From an optimization exercise on the open Yosys and OpenROAD flow, aimed at small area; shortcuts taken in it are not production practice.
At most, simulation tests tie the RTL to the original design; equivalence was not proved.
For run 7, only the layout was checked, not whether the RTL still works.

==> flow/design.v, too long to show whole: its modules and the start of the top module <==
// module fse_lms_updater: 1355 lines
// module lms_fa: 4 lines
// module lms_ha: 4 lines
module fse_lms_updater (
   input  logic         clk,
   input  logic         i_reset,
   input  logic [7:0]   i_is_data_I,
   input  logic [7:0]   i_is_data_Q,
   input  logic         i_ctrl,
   input  logic         i_baud,
   input  logic [11:0]  i_fse_I,
   input  logic [11:0]  i_fse_Q,
   input  logic         i_en_rx,
   input  logic         i_en_lms,
   output logic [71:0]  o_taps_I,
   output logic [71:0]  o_taps_Q,
   output logic         o_en_taps,
   output logic         o_overrun
);
  // ...
==> flow/run.sh <==
#!/bin/bash
# synth_recipe.tcl (not shown) runs the flow's synth.tcl, then flattens the netlist and writes it again
# the make line also repeats each setting of config.mk as NAME=value (left out here)
make -C /OpenROAD-flow-scripts/flow DESIGN_CONFIG=/design/flow/config.mk WORK_HOME=/design/flow/orfs CLKGATE_MAP_FILE= SYNTH_SCRIPT=/design/flow/synth_recipe.tcl finish
==> flow/config.mk <==
export PLATFORM = sky130hd
export DESIGN_NAME = fse_lms_updater
export DESIGN_NICKNAME = fse_lms_updater
export VERILOG_FILES = /design/flow/design.v
export SDC_FILE = /design/flow/constraint.sdc
export NUM_CORES = 4
export LEC_CHECK = 0
export CAP_MARGIN = 20
export CORE_MARGIN = 2
export CORE_UTILIZATION = 40
export CTS_BUF_LIST = sky130_fd_sc_hd__clkbuf_4
export SLEW_MARGIN = 20
export SYNTH_HIERARCHICAL = 1
==> flow/constraint.sdc <==
create_clock -name core_clock -period 13.0 [get_ports {clk}]
set_input_delay 2.6000 -clock core_clock [delete_from_list [all_inputs] [get_ports {clk}]]
set_output_delay 2.6000 -clock core_clock [all_outputs]
set_load 0.01 [all_outputs]
==> results.yml, run 1 <==
synthesis:
  synth.cell_area_mm2: 0.0361
  synth_compound_area_share_pct: 4.45
  synth_top_family_by_area: "adder cells"
  synthArstFlopShare_pct: 1.56
  synthDistinctLibCells: 60
timing:
  slew_viol_final: 0
  rsz0062_at_grt: "false"
setup_path:
  crit_slowest_cell: "dfxtp_1"
  path_delay_family: "adder cells"
  crit_start: "r_rI[2]"
  cp_data_arrival_time_ps: 12190
  cp_max_fo: 24
  critPathLaunchType: "flop"
finish:
  syn_to_final_growth_pct: 15.8
  final_cell_mix: "672 x edfxtp_1, 380 x fa_1, 292 x nand2_1"
  multi_input_area_share_pct: 35.2
detailed_routing:
  dr.pass1.iters: 6
  wire_per_inst_um: 19.3
  wl_um: 76900
  drc_errors: 0
  first_iter_violations: 1565
floorplan:
  rows: 110
  die_area_mm2: 0.0926
  initial_utilization_pct: 40.2
placed_design:
  pre_cts_ws_ps: 1520
  dp_cells: 3645
  port-buffer-count: 191
global_route:
  antenna_found_initial: 4
  grt_util_met3_pct: 3.75
  grt_busiest_layer: "met2"
hold_path:
  whs_path_depth: 0
clocking:
  clock_sinks: 703
status:
  status: "no timing/DRC/antenna violations"
==> inputs of run 2 (changes only) <==
--- a/flow/design.v
+++ b/flow/design.v
@@ -36,28 +36,37 @@
    logic signed [7:0] r_rI, r_rQ;
    assign w_valid = (w_pos < r_fill);
    always_ff @(posedge clk) begin
       r_rI  <= w_valid ? r_xI[w_pos*8 +: 8] : 8'sd0;
       r_rQ  <= w_valid ? r_xQ[w_pos*8 +: 8] : 8'sd0;
       r_ptr <= w_pos - 4'd1 + {3'd0, i_ctrl};
    end
    logic signed [11:0] r_eI, r_eQ, w_eInI, w_eInQ;
-   assign w_eInI = i_fse_I[11] ? (i_fse_I + 12'sd362) : (i_fse_I - 12'sd362);
-   assign w_eInQ = i_fse_Q[11] ? (i_fse_Q + 12'sd362) : (i_fse_Q - 12'sd362);
+   localparam logic [11:0] DEC = 12'd362;
+   logic [12:0] w_ceI, w_ceQ;
+   assign w_ceI[0] = ~i_fse_I[11];
+   assign w_ceQ[0] = ~i_fse_Q[11];
+   for (genvar i = 0; i < 12; i++) begin : g_err
+      logic w_kI, w_kQ;
+      assign w_kI = DEC[i] ? i_fse_I[11] : ~i_fse_I[11];
+      assign w_kQ = DEC[i] ? i_fse_Q[11] : ~i_fse_Q[11];
+      lms_fa u_faI (.a(i_fse_I[i]), .b(w_kI), .c(w_ceI[i]), .s(w_eInI[i]), .co(w_ceI[i+1]));
+      lms_fa u_faQ (.a(i_fse_Q[i]), .b(w_kQ), .c(w_ceQ[i]), .s(w_eInQ[i]), .co(w_ceQ[i+1]));
+   end
    always_ff @(posedge clk) begin
       if (w_idle) begin
          r_eI <= w_eInI;
          r_eQ <= w_eInQ;
       end
    end
-   logic [179:0] r_aI, r_aQ;
+   logic [179:0] r_aIn, r_aQn;
    logic signed [19:0] w_hI, w_hQ;
-   assign w_hI = r_stale ? ((r_cnt == 4'd5) ? 20'sh20000 : 20'sd0) : r_aI[19:0];
-   assign w_hQ = r_stale ? 20'sd0 : r_aQ[19:0];
+   assign w_hI = r_stale ? ((r_cnt == 4'd5) ? 20'sh20000 : 20'sd0) : ~r_aIn[19:0];
+   assign w_hQ = r_stale ? 20'sd0 : ~r_aQn[19:0];
    logic signed [11:0] w_eI, w_eQ;
    logic signed [7:0]  w_rI, w_rQ;
    assign w_eI = r_eI;
    assign w_eQ = r_eQ;
    assign w_rI = r_rI;
    assign w_rQ = r_rQ;
    logic [20:0] w_nI, w_nQ;
    wire dpr_t1 = ~(w_eI[0] & w_rI[0]);
@@ -1306,32 +1315,32 @@
    wire [11:0] dpi_hb = {1'b0, dpi_t588, dpi_t586, dpi_t584, dpi_t582, dpi_t580, dpi_t578, dpi_t576, dpi_t574, dpi_t572, dpi_t570, dpi_t568};
    wire [11:0] dpi_hs = dpi_ha + dpi_hb + {11'd0, dpi_t620};
    assign w_nQ = {dpi_hs, dpi_t619, dpi_t617, dpi_t615, dpi_t613, dpi_t611, dpi_t609, dpi_t607, dpi_t605, dpi_t603};
    logic [19:0] w_sI, w_sQ;
    assign w_sI = (w_nI[20] != w_nI[19]) ? {w_nI[20], {19{~w_nI[20]}}} : w_nI[19:0];
    assign w_sQ = (w_nQ[20] != w_nQ[19]) ? {w_nQ[20], {19{~w_nQ[20]}}} : w_nQ[19:0];
    always_ff @(posedge clk) begin
       if (w_step) begin
-         r_aI <= {w_sI, r_aI[179:20]};
-         r_aQ <= {w_sQ, r_aQ[179:20]};
+         r_aIn <= {~w_sI, r_aIn[179:20]};
+         r_aQn <= {~w_sQ, r_aQn[179:20]};
       end
    end
-   logic [71:0] r_tI, r_tQ;
+   logic [71:0] r_tIn, r_tQn;
    always_ff @(posedge clk) begin
       if (w_commit) begin
          for (int k = 0; k < 9; k++) begin
-            r_tI[k*8 +: 8] <= r_aI[(8-k)*20 + 12 +: 8];
-            r_tQ[k*8 +: 8] <= r_aQ[(8-k)*20 + 12 +: 8];
+            r_tIn[k*8 +: 8] <= r_aIn[(8-k)*20 + 12 +: 8];
+            r_tQn[k*8 +: 8] <= r_aQn[(8-k)*20 + 12 +: 8];
          end
       end
    end
    localparam logic [71:0] TAPS_I_RST = 72'h20 << 32;
-   assign o_taps_I = r_stale ? TAPS_I_RST : r_tI;
-   assign o_taps_Q = r_stale ? 72'd0 : r_tQ;
+   assign o_taps_I = r_stale ? TAPS_I_RST : ~r_tIn;
+   assign o_taps_Q = r_stale ? 72'd0 : ~r_tQn;
    always_ff @(posedge clk or posedge i_reset) begin
       if (i_reset) begin
          r_cnt     <= 4'd0;
          r_stale   <= 1'b1;
          r_fill    <= 4'd0;
          o_en_taps <= 1'b0;
          o_overrun <= 1'b0;
       end else if (!i_en_rx) begin
@@ -1352,12 +1361,16 @@
          end
       end
    end
 endmodule
 module lms_fa (input logic a, input logic b, input logic c, output logic s, output logic co);
    assign s  = a ^ b ^ c;
    assign co = (a & b) | (a & c) | (b & c);
 endmodule
+module lms_bsel (input logic one, input logic two, input logic neg, input logic x, input logic xm,
+                 output logic pp);
+   assign pp = ((one & x) | (two & xm)) ^ neg;
+endmodule
 module lms_ha (input logic a, input logic b, output logic s, output logic co);
    assign s  = a ^ b;
    assign co = a & b;
 endmodule
==> flow/config.mk (replaced) <==
export PLATFORM = sky130hd
export DESIGN_NAME = fse_lms_updater
export DESIGN_NICKNAME = fse_lms_updater
export VERILOG_FILES = /design/flow/design.v
export SDC_FILE = /design/flow/constraint.sdc
export NUM_CORES = 4
export LEC_CHECK = 0
export CAP_MARGIN = 20
export CORE_MARGIN = 2
export CORE_UTILIZATION = 40
export CTS_BUF_LIST = sky130_fd_sc_hd__clkbuf_16
export CTS_CLUSTER_DIAMETER = 80
export CTS_CLUSTER_SIZE = 30
export SLEW_MARGIN = 20
export SYNTH_HIERARCHICAL = 1
==> run 2 against run 1 <==
Still clean. Synthesized cell count down 8.2%. Critical path depth down 1. Worst setup slack better by 400 ps. Sequential share of layout area up 2.8 points. Non-clock buffer count down 12. Routed wire length down 9.0%. Fmax up 3.6%. Critical endpoint is now r_aIn[173]. Highest routed layer unchanged.
==> results.yml, run 2 <==
status:
  status: "no timing/DRC/antenna violations"
placed_design:
  pre_cts_ws_ps: 1780
  port-buffer-count: 191
  gp_congestion: 0.818
  dp_cells: 3444
  placed_cell_area_mm2: 0.0382
  hpwl_um: 48200
hold_path:
  min_from: "r_aQn[145]"
  hp-class: "reg2reg"
  holdPathEnd: "r_aQn[125]"
  whs_path_depth: 0
setup_path:
  critPathRequiredTime_ps: 13320
  crit_path_end_kind: "flop"
  cp_data_arrival_time_ps: 11450
  cp_max_fo: 24
  worstSetupPathType: "reg2reg"
  regToRegEndpoint: "r_aIn[173]"
  r2r-start: "r_rI[3]"
  reg2reg_depth: 27
  critPathLaunchType: "flop"
  reg2reg_slack_ps: 1870
global_route:
  antenna_found_initial: 0
  grt_pass1_vias: 19400
  gr-usage-met1_pct: 23.2
  grt_usage_pct: 16.0
  gr-total-overflow: 0
  grt_busiest_layer: "met2"
  grt_pass1_wl_um: 112000
  use_met2_pct: 26.1
  grt_max_degree: 185
  grt_util_met3_pct: 1.94
floorplan:
  initial_utilization_pct: 40.3
  die_area_mm2: 0.0899
  dieWidth_um: 300
  die_y_um: 300
  pin_count: 192
  rows: 108
  core-area_mm2: 0.0868
clocking:
  holdBufCountCts: 0
  cts-buffers-inserted: 37
  clock_sinks: 703
  h-tree-depth: 2
  root_buffer: "clkbuf_16"
  clockBufferDepth: 3
  insertion_delay_ps: 610
  cts_setup_buffers: 0
  clk_pin_slew_ps: 100
  tritoncts: "done"
  cts_resized: 0
synthesis:
  ys_top_cells_by_area: "edfxtp_1 58%, fa_1 23%, nand2_1 3.1%, and2_1 2.5%, ha_1 2.3%"
  netlist_instances: 2142
  yosysWarnings: 7
  ys_seq_elements: 703
  synthFlopType: "edfxtp_1"
  synth.most_common_cell: "edfxtp_1"
  synth_edf_count: 672
  yosysSeqAreaShare_pct: 59.6
  synth_top_area_cell: "edfxtp_1"
  synthDistinctLibCells: 70
  synth_area_per_cell_um2: 16.3
  synth.cell_area_mm2: 0.0350
  synth_top_area_share_pct: 57.7
  yosys-top-cells-count: "672 x edfxtp_1, 402 x fa_1, 287 x nand2_1, 192 x nor2_1, 139 x and2_1"
  synthArstFlopShare_pct: 1.56
timing:
  worst_pin_slew_ps: 1060
  min_period_over_period_pct: 85.6
  fin_setup_tns_ps: 0
  fin_ws_ps: 1870
  clock_skew_ps: 22.7
  max_freq_ghz: 0.0898
  rsz0062_at_grt: "false"
  worst_slew_margin_rel_pct: 29.5
  setup_viol_count_final: 0
  min_period_ps: 11130
  hold_violations: 0
  slew_viol_final: 0
detailed_routing:
  vias: 17500
  wl_um: 69900
  wire_per_inst_um: 20.0
  routed_via_density: 5.00
  ant_nets: 0
  dr.pass1.iters: 7
  first_iter_violations: 1442
  drc_errors: 0
finish:
  syn_to_final_growth_pct: 12.9
  nets: 2839
  layout_commonest_cell: "edfxtp_1"
  top_regs: "r_aIn: 180 flops, r_aQn: 180 flops"
  final_cell_mix: "672 x edfxtp_1, 402 x fa_1, 287 x nand2_1"
  final_cells: 3506
  num_antenna_cells: 0
  seqCellArea_mm2: 0.0209
  fill_cells: 7507
  drive_gt1_share_pct: 6.38
  multi_input_area_mm2: 0.0137
  final_area_mm2: 0.0395
flow_run:
  maxCapViolCount: 0
## run 2: cell count changes after synthesis, sizes merged, moves of 22 or more
cell,previous run,this run
mux2i,33,0
nor2,22,194
and3,34,2
fa,380,402
a211o,33,1
nor2b,188,8
mux4,0,32
o21ai,13,50
## run 2: per-layer routing
metal,vias to the layer above,routed length [um]
met5,-,0
met4,0,1220
met1,9288,32100
met2,411,34000
li1,7729,-
met3,91,2680
## run 2: Yosys stat by module (local to each module, per instance)
module / cell area [um2] / flip-flops and latches / cells / times used
lms_fa: 20.0 / 0 / 1 / 398
fse_lms_updater: 26600 / 703 / 1711 / 1
lms_ha: 12.5 / 0 / 1 / 33
## run 2: kinds of logic (layout without fill, tap and decap cells)
group | Yosys count | in the layout | synth area share [%]
other | 1 | 28 | 0.0107
buffers and inverters | 122 | 304 | 1.47
DFF | 703 | 703 | 59.6
xor gates and xnor gates | 21 | 21 | 0.526
adders and majority gates | 466 | 466 | 25.3
AOI/OAI and AO/OA | 137 | 137 | 2.61
muxes | 32 | 32 | 2.06
and+or+nand+nor | 660 | 660 | 8.44
## run 2: worst max-delay path, cell delays in order, from the launching register on
cell	delay, ps
dfxtp_1	1010
nand2_1	180
fa_1	530
fa_1	520
fa_1	520
fa_1	530
fa_1	520
fa_1	450
fa_1	400
fa_1	410
fa_1	390
fa_1	380
fa_1	420
fa_1	400
fa_1	390
fa_1	400
fa_1	400
fa_1	390
fa_1	390
fa_1	410
inv_1	90
fa_1	210
nor2b_1	80
o21ba_1	190
o31a_1	350
a2111oi_2	310
a211o_2	410
o21ai_0	170
## run 2: worst max path at each step
stage | cells after the start | startpoint | endpoint | slack [ps]
after global routing | 28 | r_rI[2] | r_aQn[174] | 1280
after floorplan | 1 | r_cnt[3] | r_aIn[0] | 1560
after CTS | 27 | r_rI[4] | r_aIn[173] | 1790
final | 27 | r_rI[3] | r_aIn[173] | 1870
after detailed placement | 27 | r_rI[4] | r_aIn[175] | 1780
after global placement | 28 | r_rI[2] | r_aIn[177] | 1990
## run 2: stage by stage
step / util [%] / hold slack (ps)
after global routing: 45.5 / 414
after floorplan: - / 400
final: 45.5 / 417
after global placement: 44.1 / 401
after detailed placement: 44.1 / 405
after CTS: 45.5 / 414
## run 2: cell type report
cell class,count,area share (%)
well taps,1155,3.66
clock buffers,37,2.34
inverters,30,0.304
clock inverters,25,0.887
multi-input cells,1344,34.7
repair buffers,212,5.27
flip-flops and latches,703,52.8
==> inputs of run 3 (changes only) <==
--- a/flow/config.mk
+++ b/flow/config.mk
@@ -9,7 +9,5 @@
 export CORE_MARGIN = 2
 export CORE_UTILIZATION = 40
-export CTS_BUF_LIST = sky130_fd_sc_hd__clkbuf_16
-export CTS_CLUSTER_DIAMETER = 80
-export CTS_CLUSTER_SIZE = 30
+export CTS_BUF_LIST = sky130_fd_sc_hd__clkbuf_4
 export SLEW_MARGIN = 20
 export SYNTH_HIERARCHICAL = 1
==> run 3 against run 2 <==
Utilization grew 1.1 points. Register-to-register slack worse by 30 ps. Critical path depth up 1. Sequential cell count unchanged. Critical path type unchanged. Cell area rose by 2.3%. Routed wire length rose by 3.6%. Synthesized cell count is the same. Sequential share of layout area is 1.2 points lower.
==> results.yml, run 3 <==
placed_design:
  port-buffer-count: 191
  hpwl_um: 48200
  gp_congestion: 0.818
detailed_routing:
  drc_errors: 0
  dr.pass1.iters: 6
  ant_nets: 0
  vias: 18500
  wl_um: 72500
  routed_via_density: 4.95
  wire_per_inst_um: 19.4
  first_iter_violations: 1354
timing:
  worst_pin_slew_ps: 1050
  min_period_over_period_pct: 85.9
  hold_violations: 0
  whs_ps: 382
  setup_viol_count_final: 0
  rsz0062_at_grt: "false"
  fin_setup_tns_ps: 0
  max_freq_ghz: 0.0895
  min_period_ps: 11170
  slew_viol_final: 0
  clock_skew_ps: 62.7
  worst_slew_margin_rel_pct: 30.2
setup_path:
  critPathLaunchType: "flop"
  crit_slowest_cell: "dfxtp_1"
  r2r-start: "r_rI[2]"
  worstSetupPathType: "reg2reg"
  cp_data_arrival_time_ps: 11860
  reg2reg_depth: 28
  regToRegEndpoint: "r_aQn[160]"
  crit_buf_inv: 1
  max_stage_delay_ps: 990
  critPathRequiredTime_ps: 13690
  reg2reg_slack_ps: 1830
  path_delay_family: "adder cells"
  cp_common_cell: "fa_1"
  crit_path_end_kind: "flop"
  cp_max_fo: 24
global_route:
  grt_pass1_wl_um: 116000
  grt_max_degree: 185
  grt_pass1_vias: 20700
  gr-total-overflow: 0
  antenna_found_initial: 4
  grt_usage_pct: 16.8
synthesis:
  synthDistinctLibCells: 70
  synth_top_area_share_pct: 57.7
  ys_top_cells_by_area: "edfxtp_1 58%, fa_1 23%, nand2_1 3.1%, and2_1 2.5%, ha_1 2.3%"
  synth.cell_area_mm2: 0.0350
  synth_area_per_cell_um2: 16.3
  netlist_instances: 2142
  synthArstFlopShare_pct: 1.56
  synth_edf_count: 672
  ys_seq_elements: 703
  yosys-top-cells-count: "672 x edfxtp_1, 402 x fa_1, 287 x nand2_1, 192 x nor2_1, 139 x and2_1"
  synth_top_area_cell: "edfxtp_1"
  synthFlopType: "edfxtp_1"
  yosysSeqAreaShare_pct: 59.6
  yosysWarnings: 7
  synth.most_common_cell: "edfxtp_1"
clocking:
  clock_sinks: 703
  clk_pin_slew_ps: 60
  insertion_delay_ps: 1060
  holdBufCountCts: 0
  tritoncts: "done"
  cts_resized: 0
  h-tree-depth: 4
  root_buffer: "clkbuf_4"
  cts-buffers-inserted: 176
  clockBufferDepth: 3
  cts_setup_buffers: 0
floorplan:
  dieWidth_um: 300
  core-area_mm2: 0.0868
  die_y_um: 300
  pin_count: 192
  rows: 108
  die_area_mm2: 0.0899
  initial_utilization_pct: 40.3
finish:
  drive_gt1_share_pct: 13.8
  syn_to_final_growth_pct: 15.6
  nets: 2978
  layout_commonest_cell: "edfxtp_1"
  top_regs: "r_aIn: 180 flops, r_aQn: 180 flops"
  final_cell_mix: "672 x edfxtp_1, 402 x fa_1, 287 x nand2_1"
hold_path:
  whs_path_depth: 0
  hp-class: "reg2reg"
  min_from: "r_aQn[120]"
  holdPathEnd: "r_aQn[100]"
flow_run:
  maxCapViolCount: 0
status:
  status: "no timing/DRC/antenna violations"
[run 3: cell counts after synthesis]
Identical to the previous run, type by type.
[run 3: cell type report]
class                   count  area [um2]
clock buffers             247        1850
well taps                1155        1450
fillers                  7582       46300
inverters                  30         120
flip-flops and latches    703       20900
multi-input cells        1344       13700
repair buffers            212        2080
diodes                      4        10.0
clock inverters            51         325
[run 3: how the worst max path moves through the flow]
stage	cells past startpoint	startpoint	end	slack, ps
3_5_place_dp	27	r_rI[4]	r_aIn[175]	1780
4_1_cts	27	r_rI[4]	r_aQn[160]	1780
5_1_grt	27	r_rI[4]	r_aQn[160]	1250
2_1_floorplan	1	r_cnt[3]	r_aIn[0]	1560
3_3_place_gp	28	r_rI[2]	r_aIn[177]	1990
6_report	28	r_rI[2]	r_aQn[160]	1830
[run 3: cell families after synthesis]
family                     share of synthesized area [%]
other                                             0.0107
AOI/OAI and AO/OA                                   2.61
buffers and inverters                               1.47
and+or+nand+nor                                     8.44
DFF                                                 59.6
adders and majority gates                           25.3
xor gates and xnor gates                           0.526
muxes                                               2.06
[run 3: Yosys stat by module (local to each module, per instance)]
module | flops+latches | cell area [um2] | cells inside
fse_lms_updater | 703 | 26600 | 1711
lms_ha | 0 | 12.5 | 1
lms_fa | 0 | 20.0 | 1
[run 3: layer usage]
layer / part of all wire (%) / GRT usage [%]
met5: 0.046 / 0
met4: 2.1 / 5.89
met3: 4.7 / 3.85
met2: 49 / 26.5
met1: 45 / 23.2
[run 3: stage by stage]
step	setup slack [ps]	instances	util, %	instance area (um2)
detailed placement	1780	3444	44.1	38200
global route	1250	3745	46.6	40400
finish	1830	3746	46.6	40400
floorplan	1560	2169	-	35100
CTS	1780	3742	46.6	40400
global placement	1990	3444	44.1	38200
[run 3: worst reg2reg max path: cells and delay by family (launching register included)]
family,cells,cell delay [ps]
AO/OA/AOI/OAI,4,1290
adder cells (fa/ha/maj),20,8190
buffers and inverters,1,80
flip-flops,1,990
AND/OR/NAND/NOR,3,330
==> inputs of run 4 (changes only) <==
--- a/flow/config.mk
+++ b/flow/config.mk
@@ -9,5 +9,7 @@
 export CORE_MARGIN = 2
 export CORE_UTILIZATION = 40
-export CTS_BUF_LIST = sky130_fd_sc_hd__clkbuf_4
+export CTS_BUF_LIST = sky130_fd_sc_hd__clkbuf_8
+export CTS_CLUSTER_DIAMETER = 60
+export CTS_CLUSTER_SIZE = 20
 export SLEW_MARGIN = 20
 export SYNTH_HIERARCHICAL = 1
==> run 4 against run 3 <==
Still clean on timing, DRC and antenna. Sequential share of layout area up 1.3 points. Worst hold slack better by 14 ps. Worst setup slack better by 0.59 ps. Sequential cell count unchanged. Cell area down 2.5%. Routed wire length down 2.6%. Cell count down 5.6%. Non-clock buffer count unchanged. Global-route usage down 0.68 points.
==> results.yml, run 4 <==
clocking:
  cts_resized: 0
  clock_sinks: 703
  cts-buffers-inserted: 54
  holdBufCountCts: 0
  root_buffer: "clkbuf_8"
  tritoncts: "done"
  cts_setup_buffers: 0
  clk_pin_slew_ps: 110
  h-tree-depth: 2
  insertion_delay_ps: 730
  clockBufferDepth: 3
detailed_routing:
  wire_per_inst_um: 20.0
  dr.pass1.iters: 6
  drc_errors: 0
  routed_via_density: 5.01
  first_iter_violations: 1422
  ant_nets: 0
  wl_um: 70600
  vias: 17700
global_route:
  grt_usage_pct: 16.1
  grt_pass1_vias: 19500
  gr-total-overflow: 0
  antenna_found_initial: 1
  grt_pass1_wl_um: 113000
  grt_max_degree: 185
timing:
  clock_skew_ps: 65.2
  hold_violations: 0
  setup_viol_count_final: 0
  fin_setup_tns_ps: 0
  worst_pin_slew_ps: 1090
  min_period_ps: 11170
  worst_slew_margin_rel_pct: 27.2
  slew_viol_final: 0
  rsz0062_at_grt: "false"
  min_period_over_period_pct: 85.9
  max_freq_ghz: 0.0895
setup_path:
  worstSetupPathType: "reg2reg"
  reg2reg_slack_ps: 1830
  crit_path_end_kind: "flop"
  reg2reg_depth: 27
  critPathLaunchType: "flop"
  crit_slowest_cell: "dfxtp_1"
  r2r-start: "r_rI[3]"
  crit_end: "r_aIn[176]"
  cp_common_cell: "fa_1"
  crit_start: "r_rI[3]"
  cp_max_fo: 24
  max_stage_delay_ps: 1050
  critPathRequiredTime_ps: 13410
  cp_data_arrival_time_ps: 11580
  regToRegEndpoint: "r_aIn[176]"
synthesis:
  ys_top_cells_by_area: "edfxtp_1 58%, fa_1 23%, nand2_1 3.1%, and2_1 2.5%, ha_1 2.3%"
  synthFlopType: "edfxtp_1"
  synthDistinctLibCells: 70
  ys_seq_elements: 703
  synth_area_per_cell_um2: 16.3
  netlist_instances: 2142
  synth_top_area_share_pct: 57.7
  synth_top_area_cell: "edfxtp_1"
  synth.most_common_cell: "edfxtp_1"
  synthArstFlopShare_pct: 1.56
  yosys-top-cells-count: "672 x edfxtp_1, 402 x fa_1, 287 x nand2_1, 192 x nor2_1, 139 x and2_1"
  yosysWarnings: 7
  synth.cell_area_mm2: 0.0350
  synth_edf_count: 672
  yosysSeqAreaShare_pct: 59.6
placed_design:
  port-buffer-count: 191
  hpwl_um: 48200
  gp_congestion: 0.818
floorplan:
  initial_utilization_pct: 40.3
  die_y_um: 300
  core-area_mm2: 0.0868
  rows: 108
  die_area_mm2: 0.0899
  pin_count: 192
  dieWidth_um: 300
finish:
  layout_commonest_cell: "edfxtp_1"
  syn_to_final_growth_pct: 12.7
  final_cell_mix: "672 x edfxtp_1, 402 x fa_1, 287 x nand2_1"
  multi_input_area_mm2: 0.0137
  fill_cells: 7524
  drive_gt1_share_pct: 7.35
  top_regs: "r_aIn: 180 flops, r_aQn: 180 flops"
  seqCellArea_mm2: 0.0209
  nets: 2856
flow_run:
  maxCapViolCount: 0
status:
  status: "no timing/DRC/antenna violations"
hold_path:
  hp-class: "reg2reg"
==> run 4: cell counts after synthesis <==
No cell type changed its count.
==> run 4: cells by family (layout without fill, tap and decap cells) <==
kind of cell | after synthesis | in the layout | synth area share [%]
xor+xnor | 21 | 21 | 0.526
fa+ha+maj | 466 | 466 | 25.3
other cells | 1 | 29 | 0.0107
compound gates | 137 | 137 | 2.61
flops | 703 | 703 | 59.6
mux | 32 | 32 | 2.06
buf+inv | 122 | 333 | 1.47
simple gates | 660 | 660 | 8.44
==> run 4: layout make-up <==
type / instances / area share (%)
Clock buffer: 55 / 1.92
Clock inverter: 36 / 1.08
Antenna cell: 1 / 0.00635
Sequential cell: 703 / 52.9
Multi-Input combinational cell: 1344 / 34.8
Timing Repair Buffer: 212 / 5.28
Tap cell: 1155 / 3.67
Inverter: 30 / 0.305
==> run 4: worst min-delay path by stage <==
stage                     cells after the start        from          to
after floorplan                               0   r_aIn[20]    r_aIn[0]
after global placement                        0  r_aQn[167]  r_aQn[147]
after detailed placement                      0   r_aIn[30]   r_aIn[10]
after CTS                                     0  r_aIn[108]   r_aIn[88]
after global routing                          0  r_aIn[108]   r_aIn[88]
final                                         0  r_aIn[108]   r_aIn[88]
==> run 4: critical path, delay by kind of cell, from the launching register on <==
kind / cells / cell delay [ps]
flip-flops: 1 / 1050
AND/OR/NAND/NOR: 2 / 260
buffers and inverters: 1 / 90
adder cells (fa/ha/maj): 19 / 8050
AO/OA/AOI/OAI: 5 / 1440
==> run 4: per-stage QoR <==
step	instance area (um2)	hold slack, ps	util (%)	worst slack (ps)	std cells
after global routing	39400	397	45.4	1280	3536
after floorplan	35100	400	-	1560	2169
after CTS	39400	395	45.4	1780	3535
final	39400	396	45.4	1830	3536
after detailed placement	38200	405	44.1	1780	3444
after global placement	38200	401	44.1	1990	3444
==> run 4: per-layer routing <==
layer	GRT usage, %	part of all wire [%]	up-vias
li1	-	-	7754
met1	23.4	45	9426
met2	26.1	48	442
met3	2.24	4.4	90
met4	3.80	1.7	0
met5	0	0	-
==> run 4: Yosys stat by module, one instance, submodules excluded <==
module,times used,cell area [um2],flip-flops and latches
lms_ha,33,12.5,0
fse_lms_updater,1,26600,703
lms_fa,398,20.0,0
==> inputs of run 5 (changes only) <==
==> flow/flow/run.sh (new file) <==
#!/bin/bash
# Own layout flow: the standard synthesis and ORFS flow (standard.sh), with
# minimum-size port buffers and a clock tree built without dummy loads from
# larger sink clusters. ORFS writes each tool's full log under orfs/logs/;
# the make output of each run goes to a log file here.
set -euo pipefail
bash standard.sh synth > make_synth.log 2>&1
export BUFFER_PORTS_ARGS="-buffer_cell sky130_fd_sc_hd__buf_1"
export CTS_ARGS="-sink_clustering_enable -repair_clock_nets -dont_use_dummy_load -buf_list sky130_fd_sc_hd__clkbuf_16 -sink_clustering_size 30 -sink_clustering_max_diameter 80"
export RECOVER_POWER=100
bash standard.sh finish > make_layout.log 2>&1
==> flow/standard.sh (new file) <==
#!/bin/bash
# synth_recipe.tcl (not shown) runs the flow's synth.tcl, then flattens the netlist and writes it again
# the make line also repeats each setting of config.mk as NAME=value (left out here)
make -C /OpenROAD-flow-scripts/flow DESIGN_CONFIG=/design/flow/config.mk WORK_HOME=/design/flow/orfs CLKGATE_MAP_FILE= SYNTH_SCRIPT=/design/flow/synth_recipe.tcl "${@:-finish}"
--- a/flow/config.mk
+++ b/flow/config.mk
@@ -9,7 +9,4 @@
 export CORE_MARGIN = 2
 export CORE_UTILIZATION = 40
-export CTS_BUF_LIST = sky130_fd_sc_hd__clkbuf_8
-export CTS_CLUSTER_DIAMETER = 60
-export CTS_CLUSTER_SIZE = 20
 export SLEW_MARGIN = 20
 export SYNTH_HIERARCHICAL = 1
removed: flow/run.sh
==> run 5 against run 4 <==
Now fails the layout checks on capacitance limit, slew limit. Clock-buffer cell count is 20 lower. Critical path depth up 1. Non-clock buffer count is the same. Synthesized cell count is the same. Cell area decreased by 4.1%. Critical endpoint unchanged. Sequential cell count did not move. Register-to-register slack worse by 250 ps. Synthesized area did not move.
==> results.yml, run 5 <==
global_route:
  grt_pass1_vias: 19500
  gr-total-overflow: 0
  grt_max_degree: 90
  grt_usage_pct: 15.7
  grt_pass1_wl_um: 111000
  antenna_found_initial: 0
finish:
  syn_to_final_growth_pct: 8.09
  multi_input_area_mm2: 0.0137
  final_cells: 3479
  fill_cells: 7684
  num_antenna_cells: 0
  layout_commonest_cell: "edfxtp_1"
  seqCellArea_mm2: 0.0209
  top_regs: "r_aIn: 180 flops, r_aQn: 180 flops"
  final_cell_mix: "672 x edfxtp_1, 402 x fa_1, 288 x nand2_1"
  drive_gt1_share_pct: 4.43
  nets: 2837
flow_run:
  maxCapViolCount: 14
synthesis:
  synth_xor_area_share_pct: 0.526
  synthSimpleGateAreaFrac_pct: 8.44
  synth.cell_area_mm2: 0.0350
  synth_area_per_cell_um2: 16.3
  netlist_instances: 2142
  synthDistinctLibCells: 70
  synthArstFlopShare_pct: 1.56
  synth_edf_count: 672
  ys_top_cells_by_area: "edfxtp_1 58%, fa_1 23%, nand2_1 3.1%, and2_1 2.5%, ha_1 2.3%"
  synth_compound_area_share_pct: 2.61
  synth.most_common_cell: "edfxtp_1"
  synth_top_area_share_pct: 57.7
  synth_top_area_cell: "edfxtp_1"
  yosysSeqAreaShare_pct: 59.6
  yosysWarnings: 7
  muxShareOfSynthArea_pct: 2.06
  synthFlopType: "edfxtp_1"
  yosys.area_share.adder_pct: 25.3
  yosys-top-cells-count: "672 x edfxtp_1, 402 x fa_1, 287 x nand2_1, 192 x nor2_1, 139 x and2_1"
  synth_top_family_by_area: "adder cells"
  ys_seq_elements: 703
placed_design:
  hpwl_um: 47200
  port-buffer-count: 191
  gp_congestion: 0.816
  dp_cells: 3444
status:
  so_faults: "capacitance limit, slew limit"
  status: "complete, but fails checks"
clocking:
  holdBufCountCts: 0
  clk_pin_slew_ps: 100
  cts_resized: 0
  clock_sinks: 703
  root_buffer: "clkbuf_16"
  clockBufferDepth: 3
  h-tree-depth: 2
  insertion_delay_ps: 590
  cts-buffers-inserted: 35
  cts_setup_buffers: 0
  tritoncts: "done"
detailed_routing:
  wire_per_inst_um: 19.8
  dr.pass1.iters: 5
  wl_um: 68800
  ant_nets: 0
  drc_errors: 0
  routed_via_density: 5.03
  first_iter_violations: 1570
  vias: 17500
hold_path:
  min_from: "r_aQn[120]"
  whs_path_depth: 0
  hp-class: "reg2reg"
  holdPathEnd: "r_aQn[100]"
setup_path:
  r2r-start: "r_rI[2]"
  reg2reg_slack_ps: 1580
  worstSetupPathType: "reg2reg"
  critPathLaunchType: "flop"
  max_stage_delay_ps: 960
  regToRegEndpoint: "r_aIn[176]"
  reg2reg_depth: 28
  critPathRequiredTime_ps: 13310
  crit_start: "r_rI[2]"
  crit_slowest_cell: "dfxtp_1"
  cp_data_arrival_time_ps: 11720
  crit_path_end_kind: "flop"
  cp_common_cell: "fa_1"
  cp_max_fo: 24
timing:
  min_period_ps: 11420
  setup_viol_count_final: 0
  fin_setup_tns_ps: 0
  worst_pin_slew_ps: 4090
  min_period_over_period_pct: 87.8
  worst_slew_margin_rel_pct: -172
  clock_skew_ps: 107
  slew_viol_final: 906
  rsz0062_at_grt: "false"
  hold_violations: 0
  max_freq_ghz: 0.0876
floorplan:
  initial_utilization_pct: 40.3
  dieWidth_um: 300
  core-area_mm2: 0.0868
  rows: 108
  pin_count: 192
  die_y_um: 300
  die_area_mm2: 0.0899
run 5: cell counts after synthesis:
No cell type changed its count.
run 5: routing by layer:
layer	up-vias	wire length (um)	GRT usage [%]	part of all wire [%]
li1	7679	-	-	-
met1	9336	31500	22.5	46
met2	404	33200	25.5	48
met3	91	2580	2.15	3.8
met4	0	1470	4.18	2.1
met5	-	0	0	0
run 5: critical path: cells and delay by family, from the launching register on:
kind / cells / cell delay (ps)
fa+ha+maj: 20 / 8210
buf+inv: 1 / 80
compound gates: 5 / 1660
flops: 1 / 960
simple gates: 2 / 210
run 5: cell type report:
| type | count | area share [%] |
|---|---|---|
| sequential | 703 | 55.1 |
| multi-input combinational | 1344 | 36.2 |
| tap | 1155 | 3.82 |
| clock buffer | 35 | 2.32 |
| timing repair buffer | 212 | 2.22 |
| inverter | 30 | 0.304 |
run 5: metrics by stage:
step	area [um2]	setup WS (ps)	hold slack [ps]	utilization [%]
2_1_floorplan	35100	1560	400	-
3_3_place_gp	37000	2000	400	42.7
3_5_place_dp	37000	1730	405	42.7
4_1_cts	37900	1750	356	43.7
5_1_grt	37800	824	377	43.6
6_report	37800	1580	365	43.6
run 5: logic make-up after synthesis:
family | Yosys count
AOI/OAI and AO/OA | 137
muxes | 32
other | 1
xor gates and xnor gates | 21
adders and majority gates | 466
and+or+nand+nor | 660
DFF | 703
buffers and inverters | 122
run 5: how the worst max path moves through the flow:
stage | to | cells past startpoint
global route | r_aQn[22] | 8
CTS | r_aIn[176] | 28
floorplan | r_aIn[0] | 1
global placement | r_aIn[177] | 28
finish | r_aIn[176] | 28
detailed placement | r_aIn[176] | 28
run 5: per-module statistics from Yosys, one instance, submodules excluded:
module	cells inside	copies in the design
fse_lms_updater	1711	1
lms_fa	1	398
lms_ha	1	33
==> inputs of run 6 (changes only) <==
--- a/flow/flow/run.sh
+++ b/flow/flow/run.sh
@@ -8,4 +8,3 @@
 export BUFFER_PORTS_ARGS="-buffer_cell sky130_fd_sc_hd__buf_1"
 export CTS_ARGS="-sink_clustering_enable -repair_clock_nets -dont_use_dummy_load -buf_list sky130_fd_sc_hd__clkbuf_16 -sink_clustering_size 30 -sink_clustering_max_diameter 80"
-export RECOVER_POWER=100
 bash standard.sh finish > make_layout.log 2>&1
==> run 6 against run 5 <==
Now clean on timing, DRC and antenna. Register-to-register slack gained 190 ps. Fmax rose by 1.7%. Critical endpoint unchanged.
==> results.yml, run 6 <==
floorplan:
  dieWidth_um: 300
  die_y_um: 300
  pin_count: 192
  rows: 108
  initial_utilization_pct: 40.3
  die_area_mm2: 0.0899
  core-area_mm2: 0.0868
setup_path:
  worstSetupPathType: "reg2reg"
  critPathRequiredTime_ps: 13300
  crit_slowest_cell: "dfxtp_1"
  max_stage_delay_ps: 970
  crit_path_end_kind: "flop"
  cp_data_arrival_time_ps: 11530
  cp_common_cell: "fa_1"
  cp_max_fo: 24
  critPathLaunchType: "flop"
detailed_routing:
  ant_nets: 0
  first_iter_violations: 1466
  routed_via_density: 5.03
  wl_um: 68800
  drc_errors: 0
  wire_per_inst_um: 19.8
  dr.pass1.iters: 5
  vias: 17500
synthesis:
  synth_area_per_cell_um2: 16.3
  synth_xor_area_share_pct: 0.526
  synth.cell_area_mm2: 0.0350
  ys_top_cells_by_area: "edfxtp_1 58%, fa_1 23%, nand2_1 3.1%, and2_1 2.5%, ha_1 2.3%"
  yosysSeqAreaShare_pct: 59.6
  yosys-top-cells-count: "672 x edfxtp_1, 402 x fa_1, 287 x nand2_1, 192 x nor2_1, 139 x and2_1"
  synth_top_area_share_pct: 57.7
  synth_top_area_cell: "edfxtp_1"
  synthSimpleGateAreaFrac_pct: 8.44
  synthFlopType: "edfxtp_1"
  synthArstFlopShare_pct: 1.56
  muxShareOfSynthArea_pct: 2.06
  synth_edf_count: 672
  synthDistinctLibCells: 70
  netlist_instances: 2142
  yosys.area_share.adder_pct: 25.3
  yosysWarnings: 7
  synth.most_common_cell: "edfxtp_1"
  synth_compound_area_share_pct: 2.61
  ys_seq_elements: 703
  synth_top_family_by_area: "adder cells"
timing:
  setup_viol_count_final: 0
  min_period_over_period_pct: 86.4
  max_freq_ghz: 0.0890
  rsz0062_at_grt: "false"
  fin_setup_tns_ps: 0
  min_period_ps: 11230
  clock_skew_ps: 109
  slew_viol_final: 0
  worst_pin_slew_ps: 1070
  hold_violations: 0
  worst_slew_margin_rel_pct: 28.3
global_route:
  gr-total-overflow: 0
  grt_usage_pct: 15.7
  grt_pass1_vias: 19500
  grt_max_degree: 90
  grt_pass1_wl_um: 111000
  antenna_found_initial: 0
finish:
  top_regs: "r_aIn: 180 flops, r_aQn: 180 flops"
  syn_to_final_growth_pct: 8.38
  final_cell_mix: "672 x edfxtp_1, 402 x fa_1, 287 x nand2_1"
  seqCellArea_mm2: 0.0209
  nets: 2837
  final_area_mm2: 0.0379
  num_antenna_cells: 0
  multi_input_area_mm2: 0.0137
  fill_cells: 7669
  layout_commonest_cell: "edfxtp_1"
  drive_gt1_share_pct: 5.42
clocking:
  root_buffer: "clkbuf_16"
  cts_resized: 0
  insertion_delay_ps: 590
  clk_pin_slew_ps: 100
  cts-buffers-inserted: 35
  clockBufferDepth: 3
  tritoncts: "done"
  cts_setup_buffers: 0
  holdBufCountCts: 0
  h-tree-depth: 2
  clock_sinks: 703
placed_design:
  placed_cell_area_mm2: 0.0370
  port-buffer-count: 191
  hpwl_um: 47200
  gp_congestion: 0.816
hold_path:
  hp-class: "reg2reg"
status:
  status: "no timing/DRC/antenna violations"
flow_run:
  maxCapViolCount: 0
## run 6: worst max-delay path: cells and delay by family, from the launching register on
kind,cells,cell delay [ps]
adders and majority gates,20,8210
and+or+nand+nor,2,210
buffers and inverters,1,80
DFF,1,970
AOI/OAI and AO/OA,5,1470
## run 6: per-layer routing
metal / global-route usage (%) / vias up / wire length, um
li1: - / 7682 / -
met4: 4.18 / 0 / 1460
met5: 0 / - / 0
met2: 25.5 / 421 / 33200
met1: 22.5 / 9305 / 31400
met3: 2.15 / 94 / 2690
## run 6: cell families (layout without fill, tap and decap cells)
family	Yosys count	in the layout
xor+xnor	21	21
mux	32	32
buf+inv	122	277
compound gates	137	137
fa+ha+maj	466	466
flops	703	703
other cells	1	28
simple gates	660	660
## run 6: through the flow
stage | cells | hold WS, ps | util [%] | worst slack (ps)
4_1_cts | 3479 | 356 | 43.7 | 1750
2_1_floorplan | 2169 | 400 | - | 1560
3_3_place_gp | 3444 | 400 | 42.7 | 2000
3_5_place_dp | 3444 | 405 | 42.7 | 1730
5_1_grt | 3479 | 377 | 43.7 | 1400
6_report | 3479 | 365 | 43.7 | 1770
## run 6: modules after synthesis, one instance, submodules excluded
module / flip-flops and latches / copies in the design
lms_ha: 0 / 33
lms_fa: 0 / 398
fse_lms_updater: 703 / 1
## run 6: layout make-up
type / count / area share, %
sequential: 703 / 55.0
multi-input combinational: 1344 / 36.2
tap: 1155 / 3.81
timing repair buffer: 212 / 2.32
clock buffer: 35 / 2.31
inverter: 30 / 0.317
## run 6: path summary, 6_finish.rpt
path                       cells after the start  slack, ps       start         end
min in group asynchronous                      2       2060     i_reset   o_en_taps
setup / recovery                              28       1770     r_rI[2]  r_aIn[176]
hold reg to reg                                0        360  r_aQn[120]  r_aQn[100]
hold / removal                                 0        360  r_aQn[120]  r_aQn[100]
setup reg to reg                              28       1770     r_rI[2]  r_aIn[176]
max in group asynchronous                      2      10540     i_reset   r_fill[1]
==> inputs of run 7 (changes only) <==
--- a/flow/design.v
+++ b/flow/design.v
@@ -1367,8 +1367,4 @@
    assign co = (a & b) | (a & c) | (b & c);
 endmodule
-module lms_bsel (input logic one, input logic two, input logic neg, input logic x, input logic xm,
-                 output logic pp);
-   assign pp = ((one & x) | (two & xm)) ^ neg;
-endmodule
 module lms_ha (input logic a, input logic b, output logic s, output logic co);
    assign s  = a ^ b;
==> flow/flow/run.sh (replaced) <==
#!/bin/bash
# Own layout flow: the standard synthesis (standard.sh synth, unchanged),
# then the drive-1 resizing of flow/downsize.tcl on the synthesized netlist,
# then the standard ORFS layout (standard.sh finish) with minimum-size port
# buffers and a clock tree built without dummy loads from larger sink
# clusters. ORFS writes each tool's full log under orfs/logs/; the output of
# each command run here goes to a log file of its own in this folder.
set -euo pipefail
bash standard.sh synth > make_synth.log 2>&1
R=orfs/results/${FLOW_PLATFORM}/fse_lms_updater/base
LIB_FILE=${FLOW_HOME}/platforms/${FLOW_PLATFORM}/lib/sky130_fd_sc_hd__tt_025C_1v80.lib \
ODB=$R/1_synth.odb MAX_FANOUT=4 \
  openroad -no_init -exit flow/downsize.tcl > downsize.log 2>&1
touch $R/1_synth.sdc
export BUFFER_PORTS_ARGS="-buffer_cell sky130_fd_sc_hd__buf_1"
export CTS_ARGS="-sink_clustering_enable -repair_clock_nets -dont_use_dummy_load -buf_list sky130_fd_sc_hd__clkbuf_16 -sink_clustering_size 30 -sink_clustering_max_diameter 80"
bash standard.sh finish > make_layout.log 2>&1
==> flow/flow/downsize.tcl (new file) <==
# Resize the synthesized netlist's logic cells to drive strength 1 where the
# drive-1 cell is smaller and the cell drives few loads (ABC maps the small
# tree cells of the datapath with drive-2 cells). Registers, buffers,
# inverters and clock cells are left alone; the placement's repair_design and
# repair_timing size cells up again where slew or timing need it.
read_liberty $::env(LIB_FILE)
read_db $::env(ODB)
set lib [lindex [get_libs *] 0]
set n 0
set saved 0.0
foreach inst [get_cells *] {
  set m [get_property $inst ref_name]
  if {![regexp {^(sky130_fd_sc_hd__([a-z0-9]+))_([0-9]+)$} $m -> base fn drive]} { continue }
  if {$drive == 1} { continue }
  if {[regexp {^(df|edf|sdf|dl|buf|clk|inv|bufinv|conb|tap|fill|decap|diode|dly|probe|lpflow)} $fn]} { continue }
  set small [get_lib_cells -quiet */${base}_1]
  if {$small eq ""} { continue }
  set a_old [get_property [get_lib_cells */$m] area]
  set a_new [get_property $small area]
  if {$a_new >= $a_old} { continue }
  set fo 0
  foreach p [get_pins -of_objects $inst -filter "direction == output"] {
    set net [get_nets -quiet -of_objects $p]
    if {$net ne ""} { incr fo [llength [get_pins -quiet -of_objects $net -filter "direction == input"]] }
  }
  if {$fo > $::env(MAX_FANOUT)} { continue }
  replace_cell [get_full_name $inst] ${base}_1
  incr n
  set saved [expr {$saved + $a_old - $a_new}]
}
puts "downsize: resized $n cells, saved [format %.1f $saved] um2"
write_db $::env(ODB)
==> run 7 against run 6 <==
Still clean on timing, DRC and antenna. Via count about the same. Synthesized cell count did not move. Sequential share of layout area barely moved. Global-route usage up 0.46 points. Routed wire length up 2.8%. Cell count shrank 0.11%. Sequential cell count unchanged. Critical path type unchanged. Clock skew shrank 15 ps.
==> results.yml, run 7 <==
status:
  status: "no timing/DRC/antenna violations"
placed_design:
  gp_congestion: 0.830
  hpwl_um: 47900
  dp_cells: 3437
  placed_cell_area_mm2: 0.0369
  port-buffer-count: 191
clocking:
  root_buffer: "clkbuf_16"
  h-tree-depth: 2
  clock_sinks: 703
  insertion_delay_ps: 600
  holdBufCountCts: 0
  cts_resized: 0
  cts_setup_buffers: 0
  cts-buffers-inserted: 37
  clk_pin_slew_ps: 110
  tritoncts: "done"
  clockBufferDepth: 3
timing:
  hold_violations: 0
  setup_viol_count_final: 0
  min_period_ps: 11180
  max_freq_ghz: 0.0895
  clock_skew_ps: 94.7
  min_period_over_period_pct: 86.0
  whs_ps: 339
  worst_slew_margin_rel_pct: 23.1
  worst_pin_slew_ps: 1150
  rsz0062_at_grt: "false"
  slew_viol_final: 0
  fin_setup_tns_ps: 0
synthesis:
  synth_xor_area_share_pct: 0.526
  synthFlopType: "edfxtp_1"
  synth_edf_count: 672
  synth_top_area_cell: "edfxtp_1"
  ys_top_cells_by_area: "edfxtp_1 58%, fa_1 23%, nand2_1 3.1%, and2_1 2.5%, ha_1 2.3%"
  yosysWarnings: 7
  synthDistinctLibCells: 70
  synth_area_per_cell_um2: 16.3
  synthSimpleGateAreaFrac_pct: 8.44
  synth.most_common_cell: "edfxtp_1"
  netlist_instances: 2142
  synth_top_family_by_area: "adder cells"
  yosys-top-cells-count: "672 x edfxtp_1, 402 x fa_1, 287 x nand2_1, 192 x nor2_1, 139 x and2_1"
  yosysChipArea_mm2: 0.0350
  synth_top_area_share_pct: 57.7
  muxShareOfSynthArea_pct: 2.06
  synth.cell_area_mm2: 0.0349
  yosys.area_share.adder_pct: 25.3
  synthArstFlopShare_pct: 1.56
  yosysSeqAreaShare_pct: 59.6
  synth_compound_area_share_pct: 2.61
  ys_seq_elements: 703
detailed_routing:
  wire_per_inst_um: 20.3
  drc_errors: 0
  routed_via_density: 5.04
  dr.pass1.iters: 5
  first_iter_violations: 1619
  wl_um: 70700
  vias: 17500
  ant_nets: 0
floorplan:
  core-area_mm2: 0.0866
  initial_utilization_pct: 40.3
  dieWidth_um: 299
  pin_count: 192
  rows: 108
  die_area_mm2: 0.0897
  die_y_um: 299
setup_path:
  cp_data_arrival_time_ps: 11450
  max_stage_delay_ps: 970
  reg2reg_slack_ps: 1820
  crit_path_end_kind: "flop"
  cp_common_cell: "fa_1"
  critPathRequiredTime_ps: 13280
  worstSetupPathType: "reg2reg"
  cp_max_fo: 24
  critPathLaunchType: "flop"
  crit_slowest_cell: "dfxtp_1"
  reg2reg_depth: 28
finish:
  drive_gt1_share_pct: 4.57
  final_cell_mix: "672 x edfxtp_1, 402 x fa_1, 287 x nand2_1"
  num_antenna_cells: 0
  layout_commonest_cell: "edfxtp_1"
  final_core_util_pct: 43.8
  syn_to_final_growth_pct: 8.51
  top_regs: "r_aIn: 180 flops, r_aQn: 180 flops"
  final_area_mm2: 0.0379
  nets: 2833
  final_cells: 3475
flow_run:
  maxCapViolCount: 0
global_route:
  grt_pass1_wl_um: 113000
  antenna_found_initial: 2
  grt_pass1_vias: 19400
  gr-total-overflow: 0
  grt_usage_pct: 16.2
  grt_max_degree: 189
hold_path:
  whs_path_depth: 0
  hp-class: "reg2reg"
run 7: cell counts after synthesis:
Identical to the previous run, type by type.
run 7: per-layer routing:
metal	vias to the layer above	part of all wire, %	GRT usage, %
met5	-	0.018	0
met4	2	2.3	4.26
met3	93	4.6	2.57
met2	422	49	26.7
met1	9309	44	22.5
li1	7690	-	-
run 7: per-module statistics from Yosys (local to each module, per instance):
module	flops+latches	copies in the design	area, um2
fse_lms_updater	703	1	26600
lms_ha	0	33	12.5
lms_fa	0	398	20.0
run 7: metrics by stage:
step	setup WS (ps)
after floorplan	1580
after global placement	2040
after detailed placement	1750
after CTS	1810
after global routing	1330
final	1820
run 7: final cells by class:
| cell class | instances | area, um2 |
|---|---|---|
| fillers | 7561 | 48700 |
| flip-flops and latches | 703 | 20900 |
| multi-input cells | 1344 | 13700 |
| well taps | 1155 | 1450 |
| clock buffers | 37 | 926 |
| repair buffers | 206 | 878 |
| inverters | 30 | 120 |
run 7: kinds of logic (layout without fill, tap and decap cells):
kind of cell	after synthesis	in the layout
xor gates and xnor gates	21	21
buffers and inverters	122	273
adders and majority gates	466	466
AOI/OAI and AO/OA	137	137
muxes	32	32
and+or+nand+nor	660	660
other	1	28
DFF	703	703
run 7: final timing paths:
path | start | end
worst min-delay path | r_aIn[49] | r_aIn[29]
min in group asynchronous | i_reset | r_fill[3]
worst max register to register | r_rI[2] | r_aQn[171]
max in group asynchronous | i_reset | r_stale
worst max-delay path | r_rI[2] | r_aQn[171]
worst min register to register | r_aIn[49] | r_aIn[29]
run 7: critical path: cells and delay by family, from the launching register on:
| family | cells | cell delay, ps |
|---|---|---|
| AO/OA/AOI/OAI | 4 | 1270 |
| adder cells (fa/ha/maj) | 20 | 8210 |
| flip-flops | 1 | 970 |
| buffers and inverters | 1 | 80 |
| AND/OR/NAND/NOR | 3 | 350 |

-- what the ideal ports hide --
Ports are ideal in the flow. The routed layouts listed here were re-timed in OpenROAD. Step 1: set_driving_cell puts a clkbuf_16 on clk and a buf_2 on each other input, an assumption about the parent block. Step 2, shift: input delay + t, output delay - t, t = (earliest + latest rising clock arrival at the registers) / 2. This alone moves slack from input paths to output paths. Three values: ideal ports, drivers, drivers and shift; two values: the first two.
run | shift t [ns] | slack for setup (ns) | worst slew at a driven data input, ns
run 1 | 1.049 | 1.463 / 1.463 / 1.463 | 0.04
run 2 | 0.657 | 1.866 / 1.866 / 1.866 | 0.09
run 3 | 1.089 | 1.832 / 1.832 / 1.832 | 0.09
run 4 | 0.756 | 1.833 / 1.833 / 1.833 | 0.09
run 5 | 0.602 | 1.585 / 1.585 / 1.585 | 0.09
run 6 | 0.602 | 1.770 / 1.770 / 1.770 | 0.09
run 7 | 0.621 | 1.824 / 1.824 / 1.824 | 0.12
